What follows belongs to an exercise in optimizing a design on an open flow for small area; a production flow would make more cautious choices.
Function was checked by simulation only, so behaviour that the tests miss may differ from the original.
Power and IR drop assume default switching activity.

===== config.mk =====
export PLATFORM = sky130hd
export DESIGN_NAME = trace_top
export DESIGN_NICKNAME = trace_top
export VERILOG_FILES = /design/flow/design.v
export SDC_FILE = /design/flow/constraint.sdc
export NUM_CORES = 4
export LEC_CHECK = 0
export CAP_MARGIN = 20
export CORE_MARGIN = 2
export CORE_UTILIZATION = 40
export SLEW_MARGIN = 20

===== constraint.sdc =====
create_clock -name core_clock -period 5.5 [get_ports {trace_clk}]
set_input_delay 1.1000 -clock core_clock [delete_from_list [all_inputs] [get_ports {trace_clk}]]
set_output_delay 1.1000 -clock core_clock [all_outputs]
set_load 0.01 [all_outputs]

===== design.v =====
package trace_pkg;
   typedef logic [64-1:0] trace_word_t;
   typedef logic [3:0] trace_nibble_t;
   typedef logic [2:0] trace_width_t;
   typedef logic [4-1:0] rule_mask_t;
   typedef logic [7:0] hit_count_t;
   typedef logic [7:0]  axil_addr_t;
   typedef logic [31:0] axil_data_t;
endpackage
module trace_top (
   input  logic          trace_clk,
   input  logic          reset,
   input  trace_pkg::trace_nibble_t trace_data,
   input  trace_pkg::axil_addr_t    awaddr,
   input  logic          awvalid,
   output logic          awready,
   input  trace_pkg::axil_data_t    wdata,
   input  logic [3:0]    wstrb,
   input  logic          wvalid,
   output logic          wready,
   output logic [1:0]    bresp,
   output logic          bvalid,
   input  logic          bready,
   input  trace_pkg::axil_addr_t    araddr,
   input  logic          arvalid,
   output logic          arready,
   output trace_pkg::axil_data_t    rdata,
   output logic [1:0]    rresp,
   output logic          rvalid,
   input  logic          rready,
   output logic          match_event,
   output logic          trigger_match
);
   localparam int NR = 4;
   logic wr_ready;      
   logic wr_fire, rd_fire;
   assign awready = wr_ready;
   assign wready  = wr_ready;
   assign bresp   = 2'b00;
   assign rresp   = 2'b00;
   assign wr_fire = wr_ready && awvalid && wvalid;
   assign rd_fire = arready && arvalid;
   always_ff @(posedge trace_clk) begin
      if (reset) begin
         wr_ready <= 1'b0;
         bvalid   <= 1'b0;
         arready  <= 1'b0;
         rvalid   <= 1'b0;
      end else begin
         wr_ready <= awvalid && wvalid && !bvalid && !wr_ready;
         bvalid   <= wr_fire || (bvalid && !bready);
         arready  <= arvalid && !rvalid && !arready;
         rvalid   <= rd_fire || (rvalid && !rready);
      end
   end
   logic [31:0] wd;
   assign wd = wdata & {32{!reset}};
   logic [2:0]    trace_width;
   logic          arm;
   logic          resync_req;
   logic [NR-1:0] rule_enable;
   logic [NR-1:0] trig_enable;
   logic [31:0]   cfg [16];    
   logic wr_ctrl, wr_enable;
   assign wr_ctrl   = wr_fire && (awaddr == 8'h00);
   assign wr_enable = wr_fire && (awaddr == 8'h08);
   always_ff @(posedge trace_clk) begin
      if (reset || (wr_ctrl && wstrb[0])) begin
         trace_width <= {wdata[2] || reset, wd[1:0]};
         arm         <= wd[4];
      end
      if (reset || (wr_enable && wstrb[0]))
         rule_enable <= wd[NR-1:0];
      if (reset || (wr_enable && wstrb[1]))
         trig_enable <= wd[8 +: NR];
   end
   always_ff @(posedge trace_clk) begin
      resync_req <= !reset && wr_ctrl && wstrb[1] && wdata[8];
   end
   for (genvar k = 0; k < 16; k++) begin : g_cfg
      logic hit;
      assign hit = wr_fire && (awaddr == 8'(8'h10 + 4*k));
      for (genvar b = 0; b < 4; b++) begin : g_byte
         always_ff @(posedge trace_clk) begin
            if (reset || (hit && wstrb[b]))
               cfg[k][8*b +: 8] <= wd[8*b +: 8];
         end
      end
   end
   logic [63:0] shift_q;
   logic [63:0] cw;
   logic s4, s2, s1;
   assign s4 = !reset && (trace_width == 3'd4);
   assign s2 = !reset && (trace_width == 3'd2);
   assign s1 = !reset && (trace_width != 3'd4) && (trace_width != 3'd2);
   logic [63:0] sh4, sh2, sh1;
   assign sh4 = {shift_q[59:0], trace_data[0], trace_data[1], trace_data[2], trace_data[3]};
   assign sh2 = {shift_q[61:0], trace_data[0], trace_data[1]};
   assign sh1 = {shift_q[62:0], trace_data[0]};
   always_ff @(posedge trace_clk) begin
      shift_q <= (sh4 & {64{s4}}) | (sh2 & {64{s2}}) | (sh1 & {64{s1}});
   end
   for (genvar i = 0; i < 64; i++) begin : g_rev
      assign cw[i] = shift_q[63-i];
   end
   logic       synchronized;
   logic [2:0] phase;
   logic [2:0] width_q;
   logic       sync_seen;
   logic       valid_window;
   assign sync_seen = (cw[63:48] == 16'h7fff) && (cw[7:0] == 8'hff);
   always_ff @(posedge trace_clk) begin
      if (reset) begin
         synchronized <= 1'b0;
         phase        <= '0;
         width_q      <= '0;
      end else begin
         width_q <= trace_width;
         if (resync_req || (trace_width != width_q)) begin
            synchronized <= 1'b0;
            phase        <= '0;
         end else if (!synchronized && sync_seen) begin
            synchronized <= 1'b1;
            phase        <= 3'd1;
         end else if (synchronized) begin
            phase <= phase + 3'd1;
         end
      end
   end
   always_comb begin
      case (trace_width)
         3'd1:    valid_window = synchronized && (phase[2:0] == 3'd0);
         3'd2:    valid_window = synchronized && (phase[1:0] == 2'd0);
         3'd4:    valid_window = synchronized && !phase[0];
         default: valid_window = 1'b0;
      endcase
   end
   logic [NR-1:0] rule_hit;
   for (genvar r = 0; r < NR; r++) begin : g_rule
      logic [63:0] pat, msk;
      assign pat = {cfg[4*r+1], cfg[4*r]};
      assign msk = {cfg[4*r+3], cfg[4*r+2]};
      assign rule_hit[r] = rule_enable[r] && valid_window && ((msk & (cw ^ pat)) == 64'd0);
   end
   assign match_event = |rule_hit;
   logic [7:0] hit_counts [NR];
   for (genvar r = 0; r < NR; r++) begin : g_cnt
      always_ff @(posedge trace_clk) begin
         if (reset)
            hit_counts[r] <= 8'd0;
         else if (rule_hit[r])
            hit_counts[r] <= hit_counts[r] + 8'd1;
      end
   end
   logic [63:0] matched_word;
   logic        matched_ok;
   always_ff @(posedge trace_clk) begin
      if (match_event)
         matched_word <= cw;
   end
   always_ff @(posedge trace_clk) begin
      if (reset)
         matched_ok <= 1'b0;
      else if (match_event)
         matched_ok <= 1'b1;
   end
   always_ff @(posedge trace_clk) begin
      if (reset)
         trigger_match <= 1'b0;
      else
         trigger_match <= arm && |(rule_hit & trig_enable);
   end
   logic [31:0] rd_word;
   always_comb begin
      rd_word = '0;
      case (araddr)
         8'h00:       rd_word = {27'd0, arm, 1'b0, trace_width};
         8'h04:     rd_word = {31'd0, synchronized};
         8'h08:     rd_word = {20'd0, trig_enable, 4'd0, rule_enable};
         8'h60: rd_word = matched_ok ? matched_word[31:0] : 32'd0;
         8'h64: rd_word = matched_ok ? matched_word[63:32] : 32'd0;
         8'h50:           rd_word = {24'd0, hit_counts[0]};
         8'h54:           rd_word = {24'd0, hit_counts[1]};
         8'h58:           rd_word = {24'd0, hit_counts[2]};
         8'h5c:           rd_word = {24'd0, hit_counts[3]};
         default: begin
            for (int k = 0; k < 16; k++)
               if (araddr == 8'(8'h10 + 4*k))
                  rd_word = cfg[k];
         end
      endcase
   end
   always_ff @(posedge trace_clk) begin
      if (rd_fire)
         rdata <= rd_word;
   end
endmodule

===== run.sh =====
#!/bin/bash
# synth_recipe.tcl (not shown) runs the flow's synth.tcl, then flattens the netlist and writes it again
# the make line also repeats each setting of config.mk as NAME=value (left out here)
make -C /OpenROAD-flow-scripts/flow DESIGN_CONFIG=/design/flow/config.mk WORK_HOME=/design/flow/orfs CLKGATE_MAP_FILE= SYNTH_SCRIPT=/design/flow/synth_recipe.tcl finish

==> results_dict.tcl, run 1 <==
set metrics [dict create \
    final_antenna_net_count 0 \
    chipWidth_um 292 \
    rsz0062_at_grt "false" \
    die_h_um 292 \
    cts_tree "yes" \
    synth-edff-count 620 \
    detailroute.via_count 26800 \
    worstMarginPinSlew_ns 1.14 \
    crit_required_ns 4.40 \
    first_global_vias 25400 \
    synth_area_per_cell_um2 12.5 \
    power.leakage_nw 14.4 \
    power_per_standard_cell_area_mw_per_mm2 348 \
    finClkSkew_ns 0.0323 \
    seq_area_frac_synth 0.627 \
    vdd_ir_drop_max_uv 239 \
    layout.core_utilization 0.475 \
    grt_antenna_before_repair 6 \
    initial_core_util 0.404 \
    period_needed_ns 5.44 \
    cts.hold.buffers_added 0 \
    vias_per_cell 6.78 \
    setup_viol 0 \
    netlist_top_cells_area "edfxtp_1, xor2_1, dfxtp_1" \
    grt_first_pass_wirelength_um 217000 \
    cts_inserted_buffers 83 \
    area_growth_syn_to_layout_pct 17.5 \
    finalWeightedCongestion 1.05 \
    path_clk_slew_ns 0.06 \
    grt_start_max_net_pins 65 \
    post_drt_wl_per_cell_um 41.2 \
    clock_path_buffers 3 \
    synth_top_cell_by_area "edfxtp_1" \
    share_of_post_route_cells_with_drive_strength_above_1 0.127 \
    grt_util_all_layers 0.376 \
    first_pass_iters 8 \
    pins_over_their_slew_limit 0 \
    share_of_synthesized_registers_carrying_an_async_set_or_reset 0 \
    grt_overflow_total 0 \
    ctsHtreeMaxLevel 3 \
    max-slew-margin-rel 0.233 \
    remaining_drc_errors 0 \
    initialDrtViolationCount 5049 \
    timing.hold.worst.class "reg -> reg" \
    detail_route.wirelength_um 163000 \
    placement_rows 105 \
    syn-cell-area_mm2 0.0332 \
    nets 2884 \
    synth_top_cell_area_share 0.561 \
    post_cts_buffers 0 \
    cap_violations 0 \
    synth-seq-cells 730 \
    tritoncts_num_sinks 730 \
    ys_types 84 \
    timing.setup.critical_path_class "reg -> out" \
    critical_path.max_fanout 7 \
    syn_inst 2660 \
    start_kind "register" \
    synth.most_common_cell "edfxtp_1" \
    netlist_top_cells_count "edfxtp_1, xor2_1, nand2_1" \
    cts_root_buf "clkbuf_16" \
    post_cts.resized_instances 0 \
    insertion_delay_ns 0.65 \
    status "no timing/DRC/antenna violations" \
    hold_vio_cnt_final 0 \
    finalCritPeriodShare 0.989 \
    fp.coreArea_mm2 0.0821 \
    numPortBuffers 101 \
    yosys_warnings 3 \
    critical_path_data_arrival_time_ns 4.34 \
    fillers 7343 \
    max_clock_freq_mhz 184 \
    floorplan.io_pins 106 \
    synth_ff_type "edfxtp_1" \
    dp_hpwl_um 123000 \
    floorplan.die_area_mm2 0.0853 \
    setup_tns_ns 0 \
    critical_path.endpoint_type "output pin" \
]
-- sequential cells by signal, summed over array words and instances (netlist names) --
signal / count
cfg: 512
trigger_match: 1
hit_counts: 32
shift_q: 64
wr_ready: 1
rvalid: 1
bvalid: 1
resync_req: 1
width_q: 3
phase: 3
trig_enable: 4
rule_enable: 4
trace_width: 3
rdata: 32
arready: 1
synchronized: 1
arm: 1
matched_ok: 1
matched_word: 64
-- worst paths after layout --
path                             from                    endpoint  slack [ns]  cells past startpoint
setup / recovery  shift_q[51]$_DFF_P_                 match_event        0.06                      8
hold / removal      bvalid$_SDFF_PP0_         wr_ready$_SDFF_PP0_        0.45                      1
setup reg to reg  shift_q[51]$_DFF_P_  matched_word[24]$_DFFE_PP_        1.00                      9
hold reg to reg     bvalid$_SDFF_PP0_         wr_ready$_SDFF_PP0_        0.45                      1
-- report_power, final --
| group | total, mW | switching [mW] | leakage (nW) | internal, mW |
|---|---|---|---|---|
| sequential | 6.70 | 0.322 | 6.87 | 6.38 |
| combinational | 1.01 | 0.697 | 6.21 | 0.308 |
| clock | 5.88 | 2.38 | 1.37 | 3.50 |
-- through the flow --
step           total power, mW  setup slack [ns]  cells  hold slack, ns  area (um2)
4_1_cts                   13.5             0.229   3952           0.445       39000
5_1_grt                   13.8             0.198   3952           0.475       39000
2_1_floorplan             7.12              1.06   2663           0.403       33200
3_3_place_gp              7.76             0.587   3800           0.429       36200
3_5_place_dp              7.77             0.590   3800           0.442       36200
6_report                  13.6            0.0625   3956           0.453       39000
-- critical path, cell delays in order, from the launching register on --
cell             delay, ns
dfxtp_1               0.59
buf_4                 0.34
xor2_1                0.10
a22oi_1               0.48
nand4_1               0.39
nor4_1                0.33
nand3_1               0.40
nand4_1               0.43
clkdlybuf4s50_1       0.61
-- routing by layer --
| layer | global-route usage | up-vias | part of all wire | wire length, um |
|---|---|---|---|---|
| met1 | 0.501 | 13600 | 0.38 | 62200 |
| met5 | 0 | - | 0 | 0 |
| met2 | 0.545 | 2248 | 0.42 | 68800 |
| met3 | 0.0954 | 439 | 0.12 | 20100 |
| li1 | - | 10600 | - | - |
| met4 | 0.240 | 0 | 0.074 | 12000 |
-- layout make-up --
class	instances	area [um2]	area share
inverter	107	402	0.0103
tap	1070	1340	0.0343
antenna	4	10.0	0.000257
timing repair buffer	279	2410	0.0619
sequential	730	20800	0.534
multi-input combinational	1614	11200	0.287
clock inverter	41	544	0.0139
clock buffer	111	2290	0.0586
-- cells by family (layout without fill, tap and decap cells) --
logic type	count (synthesis)	in the layout	share of synthesized area
buffers and inverters	319	538	0.0389
AO/OA/AOI/OAI	676	676	0.152
adder cells (fa/ha/maj)	6	6	0.00226
other	1	8	0.000113
flip-flops	730	730	0.627
multiplexers	29	29	0.0125
AND/OR/NAND/NOR	631	631	0.0967
XOR/XNOR	268	268	0.0707
-- layout by cell type, fill, tap and decap left out, types with 18 or more instances in the layout --
cell type and instances:
a32oi_1 18, a221oi_1 26, nand3_1 38, o211ai_1 21
clkdlybuf4s50_1 98, clkbuf_16 87, o22ai_1 51, and3_1 19
clkbuf_1 22, nor3_1 18, o21ai_0 81, inv_1 106
a21oi_1 65, a22oi_1 176, xor2_1 262, nand2_1 234
edfxtp_1 620, nor2b_1 36, nand4_1 47, buf_4 175
a211oi_1 23, a222oi_1 90, nor2_1 116, a22o_1 33
dfxtp_1 110
==> run 2: changes to the inputs <==
--- a/design.v
+++ b/design.v
@@ -59,3 +59,2 @@
    logic          arm;
-   logic          resync_req;
    logic [NR-1:0] rule_enable;
@@ -76,4 +75,6 @@
    end
+   logic drop_lock;
    always_ff @(posedge trace_clk) begin
-      resync_req <= !reset && wr_ctrl && wstrb[1] && wdata[8];
+      drop_lock <= !reset && wr_ctrl &&
+                   ((wstrb[1] && wdata[8]) || (wstrb[0] && (wdata[2:0] != trace_width)));
    end
@@ -83,5 +84,6 @@
       for (genvar b = 0; b < 4; b++) begin : g_byte
+         logic ld;
+         assign ld = reset || (hit && wstrb[b]);
          always_ff @(posedge trace_clk) begin
-            if (reset || (hit && wstrb[b]))
-               cfg[k][8*b +: 8] <= wd[8*b +: 8];
+            cfg[k][8*b +: 8] <= (wd[8*b +: 8] & {8{ld}}) | (cfg[k][8*b +: 8] & {8{!ld}});
          end
@@ -107,3 +109,2 @@
    logic [2:0] phase;
-   logic [2:0] width_q;
    logic       sync_seen;
@@ -115,6 +116,4 @@
          phase        <= '0;
-         width_q      <= '0;
       end else begin
-         width_q <= trace_width;
-         if (resync_req || (trace_width != width_q)) begin
+         if (drop_lock) begin
             synchronized <= 1'b0;
@@ -157,4 +156,3 @@
    always_ff @(posedge trace_clk) begin
-      if (match_event)
-         matched_word <= cw;
+      matched_word <= (cw & {64{match_event}}) | (matched_word & {64{!match_event}});
    end
@@ -172,25 +170,26 @@
    end
-   logic [31:0] rd_word;
+   logic [31:0] rd_next;
    always_comb begin
-      rd_word = '0;
-      case (araddr)
-         8'h00:       rd_word = {27'd0, arm, 1'b0, trace_width};
-         8'h04:     rd_word = {31'd0, synchronized};
-         8'h08:     rd_word = {20'd0, trig_enable, 4'd0, rule_enable};
-         8'h60: rd_word = matched_ok ? matched_word[31:0] : 32'd0;
-         8'h64: rd_word = matched_ok ? matched_word[63:32] : 32'd0;
-         8'h50:           rd_word = {24'd0, hit_counts[0]};
-         8'h54:           rd_word = {24'd0, hit_counts[1]};
-         8'h58:           rd_word = {24'd0, hit_counts[2]};
-         8'h5c:           rd_word = {24'd0, hit_counts[3]};
-         default: begin
-            for (int k = 0; k < 16; k++)
-               if (araddr == 8'(8'h10 + 4*k))
-                  rd_word = cfg[k];
-         end
-      endcase
+      logic hold;
+      hold    = !rd_fire;
+      rd_next = rdata & {32{hold}};
+      if (rd_fire && araddr == 8'h00)
+         rd_next = rd_next | {27'd0, arm, 1'b0, trace_width};
+      if (rd_fire && araddr == 8'h04)
+         rd_next = rd_next | {31'd0, synchronized};
+      if (rd_fire && araddr == 8'h08)
+         rd_next = rd_next | {20'd0, trig_enable, 4'd0, rule_enable};
+      if (rd_fire && matched_ok && araddr == 8'h60)
+         rd_next = rd_next | matched_word[31:0];
+      if (rd_fire && matched_ok && araddr == 8'h64)
+         rd_next = rd_next | matched_word[63:32];
+      for (int r = 0; r < NR; r++)
+         if (rd_fire && araddr == 8'(8'h50 + 4*r))
+            rd_next = rd_next | {24'd0, hit_counts[r]};
+      for (int k = 0; k < 16; k++)
+         if (rd_fire && araddr == 8'(8'h10 + 4*k))
+            rd_next = rd_next | cfg[k];
    end
    always_ff @(posedge trace_clk) begin
-      if (rd_fire)
-         rdata <= rd_word;
+      rdata <= rd_next;
    end
==> flow/run.sh (new file) <==
#!/bin/bash
# Standard ORFS layout (the standard.sh, unchanged synthesis, floorplan, power grid and
# routing) with three layout options changed:
#  - ports are buffered with sky130_fd_sc_hd__buf_1 instead of the default delay buffer;
#  - clock tree synthesis uses clkbuf_16 leaf clusters without dummy loads;
#  - global routing recovers area on paths with positive slack (RECOVER_POWER).
# Each step's full log is in orfs/logs/; make's own output is in flow_make.log.
set -euo pipefail
bash standard.sh \
  "BUFFER_PORTS_ARGS=-buffer_cell sky130_fd_sc_hd__buf_1" \
  "CTS_ARGS=-sink_clustering_enable -repair_clock_nets -dont_use_dummy_load -buf_list sky130_fd_sc_hd__clkbuf_16 -sink_clustering_size 30 -sink_clustering_max_diameter 60" \
  "RECOVER_POWER=100" \
  finish > flow_make.log 2>&1
test -f out/final.def
==> standard.sh (new file) <==
#!/bin/bash
# synth_recipe.tcl (not shown) runs the flow's synth.tcl, then flattens the netlist and writes it again
# the make line also repeats each setting of config.mk as NAME=value (left out here)
make -C /OpenROAD-flow-scripts/flow DESIGN_CONFIG=/design/flow/config.mk WORK_HOME=/design/flow/orfs CLKGATE_MAP_FILE= SYNTH_SCRIPT=/design/flow/synth_recipe.tcl "${@:-finish}"
--- a/config.mk
+++ b/config.mk
@@ -7,5 +7,5 @@
 export LEC_CHECK = 0
-export CAP_MARGIN = 20
+export CAP_MARGIN = 0
 export CORE_MARGIN = 2
-export CORE_UTILIZATION = 40
-export SLEW_MARGIN = 20
+export CORE_UTILIZATION = 60
+export SLEW_MARGIN = 0
removed: run.sh
==> run 2 against run 1 <==
Now fails the layout checks on capacitance limit, slew limit. Critical path depth is the same. Register-to-register slack got worse by 0.28 ns. Final cell count fell by 22%. Final area fell by 14%.
==> results_dict.tcl, run 2 <==
set metrics [dict create \
    cts_inserted_buffers 46 \
    power.share.switching 0.266 \
    check-failures "capacitance limit, slew limit" \
    max_clock_freq_mhz 191 \
    share_of_synthesized_registers_carrying_an_async_set_or_reset 0 \
    netlist_top_cells_count "edfxtp_1, a22oi_1, xor2_1" \
    design_power_total_mw 10.9 \
    detailroute.via_count 25100 \
    setup_viol 0 \
    cpLargestDelayFamily "simple AND/OR/NAND/NOR gates" \
    worst_hold_path.endpoint "wr_ready$_SDFF_PP0_" \
    period_needed_ns 5.24 \
    vias_per_cell 8.12 \
    worstMarginPinSlew_ns 3.26 \
    power_per_standard_cell_area_mw_per_mm2 325 \
    hold_start "bvalid$_SDFF_PP0_" \
    synth.most_common_cell "edfxtp_1" \
    crit_required_ns 4.40 \
    pins_over_their_slew_limit 120 \
    dp_hpwl_um 99900 \
    post_cts.resized_instances 0 \
    initialDrtViolationCount 6383 \
    timing.setup.critical_path_class "reg -> out" \
    critical_path_data_arrival_time_ns 4.14 \
    remaining_drc_errors 0 \
    setup_tns_ns 0 \
    area_growth_syn_to_layout_pct 6.09 \
    critPathMaxStageDelay_ns 0.73 \
    dp.cells 3037 \
    rsz0062_at_grt "false" \
    first_global_vias 22800 \
    post_cts_buffers 0 \
    ys_types 57 \
    start_kind "register" \
    floorplan.io_pins 106 \
    max-slew-margin-rel -1.18 \
    worstPathBufferInverterCount 2 \
    detail_route.wirelength_um 142000 \
    clock_power_share 0.301 \
    vdd_ir_drop_max_uv 230 \
    critical_path.endpoint_type "output pin" \
    worst-r2r-setup-slack_ns 0.72 \
    initial_core_util 0.605 \
    path_clk_slew_ns 0.08 \
    netlist_top_cells_area "edfxtp_1, dfxtp_1, a22oi_1" \
    synth_ff_type "edfxtp_1" \
    cts_tree "yes" \
    finalWeightedCongestion 1.17 \
    layout.cells.non_filler 3088 \
    synth-edff-count 588 \
    regToRegStartpoint "shift_q[27]$_DFF_P_" \
    cts.hold.buffers_added 0 \
    cap_violations 4 \
    internal-power_mw 8.02 \
    seq_area_frac_synth 0.644 \
    grt_overflow_total 0 \
    share_of_post_route_cells_with_drive_strength_above_1 0.0476 \
    hold_vio_cnt_final 0 \
    tritoncts_num_sinks 727 \
    mostFrequentLayoutCell "edfxtp_1" \
    synth_top_cell_area_share 0.556 \
    grt_first_pass_wirelength_um 189000 \
    placement_rows 84 \
    crit_chain "xor2_1 -> a22oi_1 -> nand4_1 -> nor4_1 -> nand4_1 -> clkbuf_1 -> nand4_1 -> buf_1" \
    syn-cell-area_mm2 0.0317 \
    synth_area_per_cell_um2 13.3 \
    nets 2466 \
    hold_ws_ns 0.430 \
    power.leakage_nw 11.9 \
    finalCritPeriodShare 0.952 \
    syn_inst 2381 \
    combPwrFrac 0.082 \
    numPortBuffers 101 \
    die_h_um 234 \
    first_pass_iters 11 \
    post_drt_wl_per_cell_um 46.0 \
    grt_util_all_layers 0.518 \
    hold_critical_path_depth 1 \
    grt_start_max_net_pins 71 \
    reg2regPathDepth 8 \
    chipWidth_um 234 \
    yosys_warnings 3 \
    synth-seq-cells 727 \
    fillers 3939 \
    synth_top_cell_by_area "edfxtp_1" \
    ctsHtreeMaxLevel 2 \
    grt_antenna_before_repair 6 \
    p_switching_mw 2.91 \
    status "complete, but fails checks" \
    floorplan.die_area_mm2 0.0548 \
    layout.core_utilization 0.642 \
    seq_power_share 0.617 \
    cts_root_buf "clkbuf_16" \
    finClkSkew_ns 0.0540 \
    path_common_cell "nand4_1" \
    layout.cells.most_common_list "edfxtp_1, a22oi_1, xor2_1" \
    timing.hold.worst.class "reg -> reg" \
    final_antenna_net_count 0 \
    insertion_delay_ns 0.64 \
    fp.coreArea_mm2 0.0524 \
    critical_path.slowest_cell "dfxtp_1" \
    clock_path_buffers 3 \
    critical_path.max_fanout 16 \
]
## run 2: cell count changes in the layout (fill, tap and decap cells not counted), moves of 39 or more
cell	delta
nand4_1	+51
a22oi_1	+141
clkdlybuf4s50_1	-98
buf_1	+98
a21oi_1	-39
clkbuf_16	-41
nand2_1	-63
buf_4	-151
o22ai_1	-49
o21ai_0	-71
nor2_1	-56
## run 2: how the worst max path moves through the flow
stage / start / slack (ns) / to / cells after the start
final: shift_q[27]$_DFF_P_ / 0.26 / match_event / 8
after global routing: shift_q[12]$_DFF_P_ / 0.33 / match_event / 9
after CTS: shift_q[58]$_DFF_P_ / 0.82 / match_event / 7
after detailed placement: wvalid / 1.31 / register / 7
after global placement: wvalid / 1.31 / register / 7
after floorplan: trace_width[0]$_DFFE_PP_ / 0.78 / match_event / 7
## run 2: cell families after synthesis
logic type,Yosys count,share of synthesized area
adder cells (fa/ha/maj),6,0.00236
buffers and inverters,261,0.0376
other,1,0.000118
multiplexers,11,0.00355
flip-flops,727,0.644
AO/OA/AOI/OAI,597,0.152
AND/OR/NAND/NOR,511,0.0866
XOR/XNOR,267,0.0741
## run 2: through the flow
step / setup WS, ns / cell area (um2)
2_1_floorplan: 0.784 / 31800
3_5_place_dp: 1.31 / 32600
4_1_cts: 0.817 / 33800
5_1_grt: 0.326 / 33700
6_report: 0.262 / 33700
3_3_place_gp: 1.31 / 32600
## run 2: layout make-up
class	instances	area (um2)	area share
inverter	80	300	0.00892
antenna	5	12.5	0.000372
tap	688	861	0.0256
multi-input combinational	1396	10200	0.304
timing repair buffer	146	676	0.0201
sequential	727	20400	0.607
clock buffer	46	1150	0.0342
## run 2: layer usage
layer	GRT usage	share of wire	wire, um	vias to the layer above
met4	0.303	0.086	12200	4
met2	0.720	0.40	56700	2877
met5	0.0214	0.00065	92	-
li1	-	-	-	9387
met1	0.668	0.33	46500	12100
met3	0.230	0.19	26600	665
## run 2: power by group through the flow
stage,clock (mW),sequential [mW],combinational (mW)
global route,3.38,6.74,0.889
floorplan,0,6.59,0.446
detailed placement,0,6.82,0.833
finish,3.29,6.75,0.896
CTS,3.21,6.70,0.838
global placement,0,6.81,0.827
==> run 3: changes to the inputs <==
--- a/design.v
+++ b/design.v
@@ -144,9 +144,18 @@
    assign match_event = |rule_hit;
-   logic [7:0] hit_counts [NR];
+   logic [7:0]    cnt     [NR];
+   logic [7:0]    cnt_inc [NR];
+   logic [NR-1:0] hit_q;
+   always_ff @(posedge trace_clk) begin
+      if (reset)
+         hit_q <= '0;
+      else
+         hit_q <= rule_hit;
+   end
    for (genvar r = 0; r < NR; r++) begin : g_cnt
+      assign cnt_inc[r] = cnt[r] + {7'd0, hit_q[r]};
       always_ff @(posedge trace_clk) begin
          if (reset)
-            hit_counts[r] <= 8'd0;
-         else if (rule_hit[r])
-            hit_counts[r] <= hit_counts[r] + 8'd1;
+            cnt[r] <= 8'd0;
+         else
+            cnt[r] <= cnt_inc[r];
       end
@@ -187,3 +196,3 @@
          if (rd_fire && araddr == 8'(8'h50 + 4*r))
-            rd_next = rd_next | {24'd0, hit_counts[r]};
+            rd_next = rd_next | {24'd0, cnt_inc[r]};
       for (int k = 0; k < 16; k++)
==> flow/run.sh (replaced) <==
#!/bin/bash
# Standard ORFS layout (the standard.sh, unchanged synthesis, floorplan, power grid and
# routing) with two layout options changed:
#  - ports are buffered with sky130_fd_sc_hd__buf_1 instead of the default delay buffer;
#  - clock tree synthesis uses clkbuf_16 leaf clusters without dummy loads;
# Each step's full log is in orfs/logs/; make's own output is in flow_make.log.
set -euo pipefail
bash standard.sh \
  "BUFFER_PORTS_ARGS=-buffer_cell sky130_fd_sc_hd__buf_1" \
  "CTS_ARGS=-sink_clustering_enable -repair_clock_nets -dont_use_dummy_load -buf_list sky130_fd_sc_hd__clkbuf_16 -sink_clustering_size 30 -sink_clustering_max_diameter 60" \
  finish > flow_make.log 2>&1
test -f out/final.def
--- a/config.mk
+++ b/config.mk
@@ -7,5 +7,5 @@
 export LEC_CHECK = 0
-export CAP_MARGIN = 0
+export CAP_MARGIN = 20
 export CORE_MARGIN = 2
-export CORE_UTILIZATION = 60
-export SLEW_MARGIN = 0
+export CORE_UTILIZATION = 50
+export SLEW_MARGIN = 20
==> run 3 against run 2 <==
The run now finishes clean. Flip-flop and latch count grew 4. Global-route usage shrank 7.8 points. Worst setup slack gained 0.40 ns. Power grew 0.58%. Wire length shrank 0.41%. Sequential share of layout area grew 0.56 points. Sequential power shrank 0.7%. Utilization shrank 9.7 points. Final cell count grew 0.87%. Largest cell class unchanged.
==> results_dict.tcl, run 3 <==
set metrics [dict create \
    syn_inst 2289 \
    seq_area_frac_synth 0.662 \
    share_of_synthesized_registers_carrying_an_async_set_or_reset 0 \
    pins_over_their_slew_limit 0 \
    post_synth_fa_ha_maj_area_fraction 0.00403 \
    ys_types 60 \
    finalWeightedCongestion 1.08 \
    critPathMaxStageDelay_ns 0.70 \
    critical_path.max_fanout 9 \
    tritoncts_num_sinks 731 \
    synth-edff-count 588 \
    numPortBuffers 101 \
    grt_overflow_total 0 \
    final_cell_area_mm2 0.0335 \
    setup_viol 0 \
    initial_core_util 0.504 \
    placed_cell_area_mm2 0.0322 \
    hold_critical_path_depth 1 \
    share_of_post_route_cells_with_drive_strength_above_1 0.0694 \
    chipWidth_um 253 \
    mostFrequentLayoutCell "edfxtp_1" \
    layout.core_utilization 0.545 \
    rsz0062_at_grt "false" \
    synth_compound_gate_area_share 0.136 \
    status "no timing/DRC/antenna violations" \
    power_per_standard_cell_area_mw_per_mm2 328 \
    synth_ff_type "edfxtp_1" \
    final_antenna_net_count 0 \
    insertion_delay_ns 0.66 \
    first_global_vias 21700 \
    grt_util_all_layers 0.440 \
    internal-power_mw 8.15 \
    max_clock_freq_mhz 207 \
    layout.cells.most_common_list "edfxtp_1, xor2_1, a22oi_1" \
    hold_start "bvalid$_SDFF_PP0_" \
    netlist_top_cells_area "edfxtp_1, dfxtp_1, xor2_1" \
    max-slew-margin-rel 0.218 \
    hold_vio_cnt_final 0 \
    synth.most_common_cell "edfxtp_1" \
    worst_setup_path_startpoint "shift_q[6]$_DFF_P_" \
    dp_hpwl_um 99200 \
    cts.hold.buffers_added 0 \
    timing.setup.critical_path_class "reg -> out" \
    initialDrtViolationCount 5140 \
    first_pass_iters 13 \
    remaining_drc_errors 0 \
    worst_hold_path.endpoint "wr_ready$_SDFF_PP0_" \
    cts_tree "yes" \
    cts_inserted_buffers 50 \
    synth_simple_gate_area_frac 0.0836 \
    floorplan.die_area_mm2 0.0640 \
    cap_violations 0 \
    critical_path.slowest_cell "dfxtp_1" \
    regToRegStartpoint "shift_q[6]$_DFF_P_" \
    combPwrFrac 0.075 \
    finalCritPeriodShare 0.879 \
    ctsHtreeMaxLevel 2 \
    layout.cells.non_filler 3115 \
    clock_power_share 0.315 \
    syn-cell-area_mm2 0.0310 \
    grt_first_pass_wirelength_um 188000 \
    synth_top_cell_by_area "edfxtp_1" \
    vias_per_cell 7.49 \
    nets 2396 \
    fp.coreArea_mm2 0.0615 \
    netlist_top_cells_count "edfxtp_1, xor2_1, a22oi_1" \
    synth_top_cell_area_share 0.569 \
    synth_area_per_cell_um2 13.5 \
    post_cts.resized_instances 0 \
    detail_route.wirelength_um 142000 \
    seq_power_share 0.609 \
    placement_rows 91 \
    area_growth_syn_to_layout_pct 8.02 \
    synth_xor_area_frac 0.0802 \
    floorplan.io_pins 106 \
    hold_ws_ns 0.455 \
    setup_tns_ns 0 \
    post_cts_buffers 0 \
    synth-seq-cells 731 \
    worst-r2r-setup-slack_ns 1.57 \
    finClkSkew_ns 0.0991 \
    clock_path_buffers 3 \
    p_switching_mw 2.85 \
    period_needed_ns 4.84 \
    synthMuxAreaShare 0.00214 \
    grt_antenna_before_repair 4 \
    worstPathBufferInverterCount 1 \
    crit_chain "xor2_1 -> a22oi_1 -> nand4_1 -> nor4_1 -> nand4_1 -> nand4_1 -> buf_1" \
    critical_path_data_arrival_time_ns 3.74 \
    vdd_ir_drop_max_uv 315 \
    detailroute.via_count 23300 \
    power.share.switching 0.259 \
    cts_root_buf "clkbuf_16" \
    power.leakage_nw 12.0 \
    reg2regPathDepth 7 \
    yosys_warnings 4 \
    dp.cells 3061 \
    worstMarginPinSlew_ns 1.17 \
    timing.hold.worst.class "reg -> reg" \
    start_kind "register" \
    path_common_cell "nand4_1" \
    grt_start_max_net_pins 67 \
    post_drt_wl_per_cell_um 45.4 \
    critical_path.endpoint_type "output pin" \
    crit_required_ns 4.40 \
    cpLargestDelayFamily "simple AND/OR/NAND/NOR gates" \
    synth_top_family_by_area "compound AO/OA/AOI/OAI gates" \
    path_clk_slew_ns 0.10 \
    die_h_um 253 \
]
==> run 3: cells by family after synthesis <==
family | count (synthesis)
buffers and inverters | 247
AO/OA/AOI/OAI | 513
other | 1
multiplexers | 6
adder cells (fa/ha/maj) | 10
XOR/XNOR | 284
flip-flops | 731
AND/OR/NAND/NOR | 497
==> run 3: worst max-delay path by stage <==
stage                     slack [ns]          end  cells past startpoint
final                           0.66  match_event                      7
after global routing            0.69  match_event                      7
after CTS                       0.84  match_event                      7
after detailed placement        1.46     register                      7
after global placement          1.49     register                      7
after floorplan                 1.04  match_event                      6
==> run 3: area by class of cell <==
type	instances	area, um2
inverter	76	289
clock buffer	50	1250
sequential	731	20500
antenna	4	10.0
fill	5166	28000
timing repair buffer	150	776
multi-input combinational	1314	9670
tap	790	988
==> run 3: per-layer routing <==
| metal | share of wire | vias to the layer above | global-route usage |
|---|---|---|---|
| met1 | 0.34 | 11600 | 0.565 |
| met2 | 0.43 | 2384 | 0.656 |
| met5 | 0 | - | 0 |
| met3 | 0.15 | 482 | 0.126 |
| li1 | - | 8912 | - |
| met4 | 0.084 | 0 | 0.281 |
==> run 3: power groups by stage <==
| stage | registers (mW) | clock network, mW | logic, mW |
|---|---|---|---|
| after floorplan | 6.61 | 0 | 0.384 |
| after global placement | 6.80 | 0 | 0.785 |
| after detailed placement | 6.80 | 0 | 0.781 |
| after CTS | 6.67 | 3.43 | 0.786 |
| after global routing | 6.71 | 3.60 | 0.828 |
| final | 6.70 | 3.47 | 0.828 |
==> run 3: worst register-to-register path: stages, from the launching register on <==
cell,delay [ns]
dfxtp_1,0.70
xor2_1,0.36
a22oi_1,0.69
nand4_1,0.16
nor4_1,0.35
nand4_1,0.23
nand4_1,0.39
buf_12,0.40
==> run 3: metrics by stage <==
step           total power, mW  setup WS (ns)
3_5_place_dp              7.58           1.46
4_1_cts                   10.9          0.842
2_1_floorplan             6.99           1.04
5_1_grt                   11.1          0.692
3_3_place_gp              7.58           1.49
6_report                  11.0          0.663
==> run 4: changes to the inputs <==
--- a/flow/run.sh
+++ b/flow/run.sh
@@ -9,3 +9,3 @@
   "BUFFER_PORTS_ARGS=-buffer_cell sky130_fd_sc_hd__buf_1" \
-  "CTS_ARGS=-sink_clustering_enable -repair_clock_nets -dont_use_dummy_load -buf_list sky130_fd_sc_hd__clkbuf_16 -sink_clustering_size 30 -sink_clustering_max_diameter 60" \
+  "CTS_ARGS=-sink_clustering_enable -repair_clock_nets -dont_use_dummy_load -buf_list sky130_fd_sc_hd__clkbuf_16 -sink_clustering_size 30 -sink_clustering_max_diameter 80" \
   finish > flow_make.log 2>&1
==> run 4 against run 3 <==
Sequential share of layout area increased by 0.65 points. Utilization shrank 0.57 points. Non-clock buffer count did not move. Synthesized cell count unchanged.
==> results_dict.tcl, run 4 <==
set metrics [dict create \
    post_cts_buffers 0 \
    numPortBuffers 101 \
    fp.coreArea_mm2 0.0615 \
    final_antenna_net_count 0 \
    ctsHtreeMaxLevel 2 \
    status "no timing/DRC/antenna violations" \
    synth_ff_type "edfxtp_1" \
    vias_per_cell 7.53 \
    reg2regPathDepth 7 \
    first_pass_iters 10 \
    synth_top_cell_area_share 0.569 \
    synth_top_family_by_area "compound AO/OA/AOI/OAI gates" \
    hold_start "bvalid$_SDFF_PP0_" \
    cts_root_buf "clkbuf_16" \
    crit_chain "xor2_1 -> a22oi_1 -> nand4_1 -> nor4_1 -> nand4_1 -> nand4_1 -> buf_1" \
    hold_vio_cnt_final 0 \
    worst-r2r-setup-slack_ns 1.61 \
    synthMuxAreaShare 0.00214 \
    critical_path.slowest_cell "dfxtp_1" \
    yosys_warnings 4 \
    path_common_cell "nand4_1" \
    cts_inserted_buffers 36 \
    cap_violations 0 \
    critical_path_data_arrival_time_ns 3.67 \
    rsz0062_at_grt "false" \
    share_of_post_route_cells_with_drive_strength_above_1 0.0637 \
    crit_required_ns 4.40 \
    netlist_top_cells_area "edfxtp_1, dfxtp_1, xor2_1" \
    initialDrtViolationCount 5077 \
    post_cts.resized_instances 0 \
    clock_path_buffers 3 \
    synth_area_per_cell_um2 13.5 \
    finalCritPeriodShare 0.868 \
    floorplan.die_area_mm2 0.0640 \
    dp_hpwl_um 99200 \
    hold_critical_path_depth 1 \
    grt_first_pass_wirelength_um 188000 \
    share_of_synthesized_registers_carrying_an_async_set_or_reset 0 \
    finalWeightedCongestion 1.08 \
    setup_tns_ns 0 \
    start_kind "register" \
    layout.cells.most_common_list "edfxtp_1, xor2_1, a22oi_1" \
    first_global_vias 21700 \
    hold_ws_ns 0.456 \
    regToRegStartpoint "shift_q[6]$_DFF_P_" \
    insertion_delay_ns 0.63 \
    area_growth_syn_to_layout_pct 6.89 \
    remaining_drc_errors 0 \
    pins_over_their_slew_limit 0 \
    multi_input_comb_area_mm2 0.00967 \
    path_clk_slew_ns 0.11 \
    placement_rows 91 \
    critical_path.max_fanout 9 \
    max_clock_freq_mhz 210 \
    grt_antenna_before_repair 7 \
    synth_top_cell_by_area "edfxtp_1" \
    grt_util_all_layers 0.439 \
    period_needed_ns 4.77 \
    cts_tree "yes" \
    seq_area_frac_synth 0.662 \
    synth.most_common_cell "edfxtp_1" \
    syn_inst 2289 \
    post_drt_wl_per_cell_um 45.5 \
    synth_simple_gate_area_frac 0.0836 \
    ff_latch_area_mm2 0.0205 \
    grt_start_max_net_pins 67 \
    setup_viol 0 \
    synth_xor_area_frac 0.0802 \
    initial_core_util 0.504 \
    tritoncts_num_sinks 731 \
    nets 2382 \
    grt_overflow_total 0 \
    critical_path.endpoint_type "output pin" \
    worst_setup_path_startpoint "shift_q[6]$_DFF_P_" \
    timing.setup.critical_path_class "reg -> out" \
    detail_route.wirelength_um 141000 \
    detailroute.via_count 23300 \
    max-slew-margin-rel 0.218 \
    post_synth_fa_ha_maj_area_fraction 0.00403 \
    critPathMaxStageDelay_ns 0.70 \
    die_h_um 253 \
    mostFrequentLayoutCell "edfxtp_1" \
    floorplan.io_pins 106 \
    power_per_standard_cell_area_mw_per_mm2 316 \
    chipWidth_um 253 \
    netlist_top_cells_count "edfxtp_1, xor2_1, a22oi_1" \
    synth_compound_gate_area_share 0.136 \
    syn-cell-area_mm2 0.0310 \
    worstMarginPinSlew_ns 1.17 \
    synth-edff-count 588 \
    synth-seq-cells 731 \
    cts.hold.buffers_added 0 \
    worst_hold_path.endpoint "wr_ready$_SDFF_PP0_" \
    ys_types 60 \
    finClkSkew_ns 0.0774 \
    power.leakage_nw 11.8 \
    fillers 5200 \
    vdd_ir_drop_max_uv 240 \
    timing.hold.worst.class "reg -> reg" \
]
==> run 4: worst max-delay path by stage <==
stage | to | cells after the start
after global placement | register | 7
final | match_event | 7
after floorplan | match_event | 6
after global routing | match_event | 7
after detailed placement | register | 7
after CTS | match_event | 7
==> run 4: layout make-up <==
| class | count | share of cell area |
|---|---|---|
| Sequential cell | 731 | 0.619 |
| Multi-Input combinational cell | 1314 | 0.292 |
| Tap cell | 790 | 0.0298 |
| Clock buffer | 36 | 0.0272 |
| Timing Repair Buffer | 150 | 0.0234 |
| Inverter | 76 | 0.00872 |
| Antenna cell | 4 | 0.000302 |
==> run 4: power breakdown <==
part	internal (mW)	switching, mW	total, mW
sequential	6.35	0.352	6.70
combinational	0.197	0.635	0.832
clock	1.18	1.76	2.94
total	7.72	2.75	10.5
==> run 4: through the flow <==
| stage | cells | setup slack [ns] | cell area, um2 | total power [mW] | utilization |
|---|---|---|---|---|---|
| after global placement | 3061 | 1.49 | 32200 | 7.58 | 0.524 |
| after floorplan | 2292 | 1.04 | 31000 | 6.99 | - |
| after detailed placement | 3061 | 1.46 | 32200 | 7.58 | 0.524 |
| after CTS | 3097 | 0.895 | 33100 | 10.4 | 0.538 |
| after global routing | 3097 | 0.732 | 33100 | 10.6 | 0.539 |
| final | 3101 | 0.727 | 33200 | 10.5 | 0.539 |
==> run 4: worst max-delay path, delay by kind of cell, from the launching register on <==
| kind | cells | cell delay, ns |
|---|---|---|
| buffers and inverters | 1 | 0.20 |
| and+or+nand+nor | 4 | 1.10 |
| xor gates and xnor gates | 1 | 0.32 |
| AOI/OAI and AO/OA | 1 | 0.70 |
| DFF | 1 | 0.70 |
==> run 4: cell families (layout without fill, tap and decap cells) <==
kind of cell | after synthesis | count (layout)
multiplexers | 6 | 6
adder cells (fa/ha/maj) | 10 | 10
flip-flops | 731 | 731
other | 1 | 8
buffers and inverters | 247 | 262
AND/OR/NAND/NOR | 497 | 497
AO/OA/AOI/OAI | 513 | 513
XOR/XNOR | 284 | 284
==> run 4: per-layer routing <==
layer | vias to the layer above | global-route usage | part of all wire
li1 | 8878 | - | -
met1 | 11600 | 0.570 | 0.35
met2 | 2306 | 0.654 | 0.43
met3 | 529 | 0.120 | 0.14
met4 | 6 | 0.277 | 0.085
met5 | - | 0 | 0.00025
==> run 5: changes to the inputs <==
--- a/flow/run.sh
+++ b/flow/run.sh
@@ -9,3 +9,3 @@
   "BUFFER_PORTS_ARGS=-buffer_cell sky130_fd_sc_hd__buf_1" \
-  "CTS_ARGS=-sink_clustering_enable -repair_clock_nets -dont_use_dummy_load -buf_list sky130_fd_sc_hd__clkbuf_16 -sink_clustering_size 30 -sink_clustering_max_diameter 80" \
+  "CTS_ARGS=-sink_clustering_enable -repair_clock_nets -dont_use_dummy_load -buf_list sky130_fd_sc_hd__clkbuf_16 -sink_clustering_size 25 -sink_clustering_max_diameter 90" \
   finish > flow_make.log 2>&1
==> run 5 against run 4 <==
Sequential share of layout area stayed put. Final area stayed put. Non-clock buffer count stayed put. Register-to-register slack worse by 0.04 ns. Utilization stayed put.
==> results_dict.tcl, run 5 <==
set metrics [dict create \
    syn_inst 2289 \
    max-slew-margin-rel 0.215 \
    path_clk_slew_ns 0.10 \
    tritoncts_num_sinks 731 \
    placement_rows 91 \
    worstMarginPinSlew_ns 1.17 \
    grt_start_max_net_pins 67 \
    yosys_warnings 4 \
    final_cell_area_mm2 0.0332 \
    period_needed_ns 4.83 \
    floorplan.die_area_mm2 0.0640 \
    critical_path.max_fanout 8 \
    floorplan.io_pins 106 \
    die_h_um 253 \
    rsz0062_at_grt "false" \
    critical_path_data_arrival_time_ns 3.73 \
    synth_top_cell_by_area "edfxtp_1" \
    final_antenna_net_count 0 \
    synth_area_per_cell_um2 13.5 \
    max_clock_freq_mhz 207 \
    netlist_top_cells_area "edfxtp_1, dfxtp_1, xor2_1" \
    clock_path_buffers 3 \
    netlist_top_cells_count "edfxtp_1, xor2_1, a22oi_1" \
    grt_overflow_total 0 \
    synth.most_common_cell "edfxtp_1" \
    cts_root_buf "clkbuf_16" \
    setup_viol 0 \
    critical_path.endpoint_type "output pin" \
    remaining_drc_errors 0 \
    layout.cells.most_common_list "edfxtp_1, xor2_1, a22oi_1" \
    ys_types 60 \
    vdd_ir_drop_max_uv 282 \
    synth_ff_type "edfxtp_1" \
    share_of_synthesized_registers_carrying_an_async_set_or_reset 0 \
    post_cts.resized_instances 0 \
    hold_vio_cnt_final 0 \
    layout.core_utilization 0.539 \
    start_kind "register" \
    detailroute.via_count 23400 \
    power_per_standard_cell_area_mw_per_mm2 316 \
    cap_violations 0 \
    synth-edff-count 588 \
    mostFrequentLayoutCell "edfxtp_1" \
    finClkSkew_ns 0.0829 \
    cts.hold.buffers_added 0 \
    cts_tree "yes" \
    ctsHtreeMaxLevel 2 \
    pins_over_their_slew_limit 0 \
    finalWeightedCongestion 1.08 \
    numPortBuffers 101 \
    grt_first_pass_wirelength_um 188000 \
    setup_tns_ns 0 \
    crit_required_ns 4.40 \
    nets 2382 \
    vias_per_cell 7.54 \
    first_pass_iters 9 \
    worst-r2r-setup-slack_ns 1.57 \
    grt_antenna_before_repair 7 \
    first_global_vias 21600 \
    timing.hold.worst.class "reg -> reg" \
    synth-seq-cells 731 \
    fp.coreArea_mm2 0.0615 \
    post_cts_buffers 0 \
    insertion_delay_ns 0.63 \
    dp_hpwl_um 99200 \
    area_growth_syn_to_layout_pct 6.89 \
    power.leakage_nw 11.8 \
    finalCritPeriodShare 0.877 \
    syn-cell-area_mm2 0.0310 \
    synth_top_cell_area_share 0.569 \
    placed_cell_area_mm2 0.0322 \
    hold_ws_ns 0.455 \
    post_drt_wl_per_cell_um 45.6 \
    grt_util_all_layers 0.439 \
    design_power_total_mw 10.5 \
    timing.setup.critical_path_class "reg -> out" \
    seq_area_frac_synth 0.662 \
    detail_route.wirelength_um 141000 \
    initial_core_util 0.504 \
    cts_inserted_buffers 36 \
    status "no timing/DRC/antenna violations" \
    chipWidth_um 253 \
    share_of_post_route_cells_with_drive_strength_above_1 0.0637 \
    initialDrtViolationCount 4781 \
]
==> run 5: cell counts after synthesis <==
No cell type changed its count.
==> run 5: layout make-up <==
cell class | instances | area, um2
Fill cell | 5185 | 28300
Tap cell | 790 | 988
Inverter | 76 | 289
Clock buffer | 36 | 901
Antenna cell | 4 | 10.0
Multi-Input combinational cell | 1314 | 9670
Sequential cell | 731 | 20500
Timing Repair Buffer | 150 | 776
==> run 5: where the power goes <==
group          switching, mW  internal (mW)  leakage (nW)
clock network           1.77           1.18         0.444
registers              0.354           6.35          6.68
logic                  0.637          0.197          4.68
==> run 5: final timing paths <==
path,start,endpoint,depth (start not counted)
setup / recovery,shift_q[48]$_DFF_P_,match_event,7
hold reg to reg,bvalid$_SDFF_PP0_,wr_ready$_SDFF_PP0_,1
hold / removal,bvalid$_SDFF_PP0_,wr_ready$_SDFF_PP0_,1
setup reg to reg,shift_q[48]$_DFF_P_,register,7
==> run 5: through the flow <==
step | cells | setup slack, ns
global route | 3097 | 0.715
global placement | 3061 | 1.49
detailed placement | 3061 | 1.46
finish | 3101 | 0.674
floorplan | 2292 | 1.04
CTS | 3097 | 0.872
==> run 5: cells by family (layout without fill, tap and decap cells) <==
logic type	Yosys count	in the layout	share of synthesized area
adder cells (fa/ha/maj)	10	10	0.00403
flip-flops	731	731	0.662
AO/OA/AOI/OAI	513	513	0.136
AND/OR/NAND/NOR	497	497	0.0836
XOR/XNOR	284	284	0.0802
other	1	8	0.000121
buffers and inverters	247	262	0.0321
multiplexers	6	6	0.00214
==> run 5: worst max-delay path, stage by stage, from the launching register on <==
cell and delay (ns):
dfxtp_1 0.85, xor2_1 0.14, a22oi_1 0.60, nand4_1 0.23
nor4_1 0.44, nand4_1 0.23, nand4_1 0.41, buf_1 0.21
==> run 5: metal layers <==
metal  vias up  GRT usage  wire length, um
met5         -          0               25
met4         4      0.278            11300
met3       474      0.129            20000
met2      2304      0.659            61300
met1     11700      0.560            48800
li1       8887          -                -

==> afterwards: timing with drivers on the ports <==
No port has a modelled driver above. Below, the same layouts with a new extraction and two added sets of constraints. Step 1 (the two cells are an assumption about what drives the block):
set clk [get_ports {trace_clk}]
set_driving_cell -lib_cell sky130_fd_sc_hd__clkbuf_16 $clk
set_driving_cell -lib_cell sky130_fd_sc_hd__buf_2 [delete_from_list [all_inputs] $clk]
Step 2 moves the port delays by t, midway between the first and last clock arrival at a register: inputs arrive t later, outputs are due t later. That takes back most of the time a late clock gives input paths. a / b / c = ideal / step 1 / step 2; a / b = the first two.
| run | t (ns) | setup WS [ns] | worst data-port slew with drivers (ns) |
|---|---|---|---|
| run 1 | 0.704 | 0.062 / -0.003 / 0.425 | 0.05 |
| run 2 | 0.675 | 0.262 / 0.198 / -0.176 | 0.08 |
| run 3 | 0.680 | 0.663 / 0.599 / 1.279 | 0.08 |
| run 4 | 0.655 | 0.727 / 0.663 / 1.264 | 0.07 |
| run 5 | 0.652 | 0.674 / 0.608 / 1.259 | 0.07 |
For run 2, which loses most, drivers alone change the setup slack by -0.064 ns; drivers and shift together by -0.438 ns.
